What follows belongs to an exercise in optimizing a design on an open flow for small area, a short achievable clock period and few clock cycles per item; a production flow would make more cautious choices.
The RTL was checked by simulation tests, not by an equivalence proof against the original design.
Power figures rest on the tool's default switching activity, not on a simulated workload.

## rev 12
Design ooo_top, start of the top module:
module ooo_top (
   input  wire         clock,
   input  wire         reset,
   input  wire         dispatch_valid,
   input  wire  [2:0]  dispatch_op,
   input  wire  [3:0]  dispatch_rd,
   input  wire  [3:0]  dispatch_rs1,
   input  wire  [3:0]  dispatch_rs2,
   input  wire  [15:0] dispatch_imm,
   output logic        dispatch_ready,
   output logic        commit_valid,
   output logic [3:0]  commit_rd,
   output logic [31:0] commit_value
);
Size in the first run: about 72 I/O pins, roughly 52,000 um2 of cells after synthesis.
make LEC_CHECK=0 CAP_MARGIN=20 CORE_MARGIN=2 CORE_UTILIZATION=40 CTS_CLUSTER_DIAMETER=80 CTS_CLUSTER_SIZE=25 PLACE_DENSITY=0.65 SETUP_SLACK_MARGIN=5 SLEW_MARGIN=20 TNS_END_PERCENT=5 finish   # period 8.0 ns
run.sh (not shown) runs the stock make flow with config.mk's settings and CLKGATE_MAP_FILE= SYNTH_SCRIPT=/design/flow/synth_recipe.tcl, a recipe that flattens the netlist after the stock synthesis.
Rev 12: all stages complete, timing, DRC and antenna checks passed
Testbench counts of rev 12, summed over its fixed seeds: cycles 16,438, insts 16,000.
Relative to rev 12, the following input files were edited for rev 13:
Settings: changing PLACE_DENSITY from 0.65 to 0.5; removing CTS_CLUSTER_SIZE (formerly 25); removing CTS_CLUSTER_DIAMETER (formerly 80); changing TNS_END_PERCENT from 5 to 0.
Rev 13 completed; timing, DRC and antenna clean. Per the comparison of rev 13 with rev 12, full die area was more or less identical; power went up by 0.0016 W; share of cell area taken by flip-flops and latches went up by 0.98 points; maximum operating frequency went down by 0.60%.

---

## the baseline
Starting RTL as in the previous note.
make LEC_CHECK=0 CAP_MARGIN=5 CORE_MARGIN=2 CORE_UTILIZATION=40 CTS_CLUSTER_DIAMETER=80 CTS_CLUSTER_SIZE=25 PLACE_DENSITY=0.65 SETUP_SLACK_MARGIN=5 SLEW_MARGIN=5 TNS_END_PERCENT=0 finish   # period 8.0 ns
The baseline finished all stages; the layout is clean.
Testbench counts of the baseline, summed over its fixed seeds: cycles 16,438, insts 16,000.
Setup changes, the baseline to the candidate
Settings: CAP_MARGIN: 5 -> 20; SLEW_MARGIN: 5 -> 20.
Notes after the runs:
For average footprint of a synthesized cell, the candidate and the baseline come out practically identical. Fraction of standard cell area that is sequential of the baseline is on par with the candidate. Re via count: no difference whatsoever between the candidate and the baseline. Cell count of the worst reg-to-reg path: the candidate vs the baseline identical. Re overflow left after global routing: no difference whatsoever between the baseline and the candidate. As far as number of setup buffers added after CTS goes, the baseline and the candidate are indistinguishable; the numbers are identical. [compare] base=the baseline new=the candidate: combined area of all synthesized cells saw little to no change, critical path depth saw little to no change.

---

## job 5860
Starting RTL as in the previous note.
clock: 8.0 ns
lec_check: 0
cap_margin: 20
core_margin: 2
core_utilization: 50
cts_cluster_diameter: 80
cts_cluster_size: 25
place_density: 0.7
setup_slack_margin: 5
slew_margin: 20
tns_end_percent: 0
Testbench counts of job 5860, summed over its fixed seeds: cycles 16,438, insts 16,000.
> inputs changed (job 5860 -> job 4353)
- a change of PLACE_DENSITY from 0.7 to 0.5
- a change of CORE_UTILIZATION from 50 to 40
Notes after the runs:
The multi-input combinational area share reported for job 4353 is smaller than that of job 5860 by 0.65 points. Compared with job 5860, job 4353 shows effective utilization at floorplan lower by 10 points. Transition time at the pin with the least slew margin was higher in the run labelled job 4353. Going from job 5860 to job 4353, clock network fraction of total power grows by 2.7 points. When job 4353 is set beside job 5860, its final worst-path cycle share turns out to be 0.50 points larger. What job 4353 reported for total instance count after detailed placement has to be multiplied by 0.944 to get the figure for job 5860.
What job 6637 does differently from job 4353 at the input level:
- PLACE_DENSITY now 0.75, was 0.5
Notes after the runs:
Per the comparison of job 6637 with job 4353, post-CTS repair timing setup buffer count went up, clock power went down, area added between synthesis and finish went down, sequential share of layout area went up. Between job 4353 and job 6637, the final non-filler cell area does not differ in any meaningful way. [compare] base=job 4353 new=job 6637: sum of routed wire length over all layers fell 20,000 um, number of filler cells placed in the layout fell 388, met3 wirelength from detailed routing rose 33%.

## what the ideal ports hide
In the flow no input, the clock included, has a driving cell. The finished layouts below were timed again as built, in two steps.
Step 1 sets driving cells, clkbuf_16 on the clock port and buf_2 on the other inputs (assumed; they add their load-dependent delay and slew).
Step 2 adds t to the input delays and takes it off the output delays; t is the mean of the earliest and latest rising clock arrival at the registers after step 1. Input paths then give back, and output paths get back, about the clock's delay inside the block.
Slacks: no drivers / after step 1 / after step 2; pairs: no drivers / after step 1.
run	t (ns)	setup WS [ns]	worst setup path at the end	clock arrival spread, ns	slew at the worst register clock pin (ns)
rev 12	0.754	4.170 / 4.170 / 4.170	register to register	0.079 / 0.079	0.11 / 0.11
rev 13	0.778	4.147 / 4.134 / 4.147	register to register	0.060 / 0.059	0.07 / 0.07
the baseline	0.733	4.232 / 4.232 / 4.232	register to register	0.065 / 0.066	0.11 / 0.11
the candidate	0.733	4.232 / 4.232 / 4.232	register to register	0.065 / 0.066	0.11 / 0.11
job 5860	0.750	4.147 / 4.147 / 4.147	register to register	0.043 / 0.044	0.11 / 0.11
job 4353	0.766	4.107 / 4.107 / 4.107	register to register	0.068 / 0.067	0.11 / 0.11
job 6637	0.742	4.221 / 4.221 / 4.221	register to register	0.054 / 0.053	0.10 / 0.10
After both steps setup and hold are still met in every run listed.
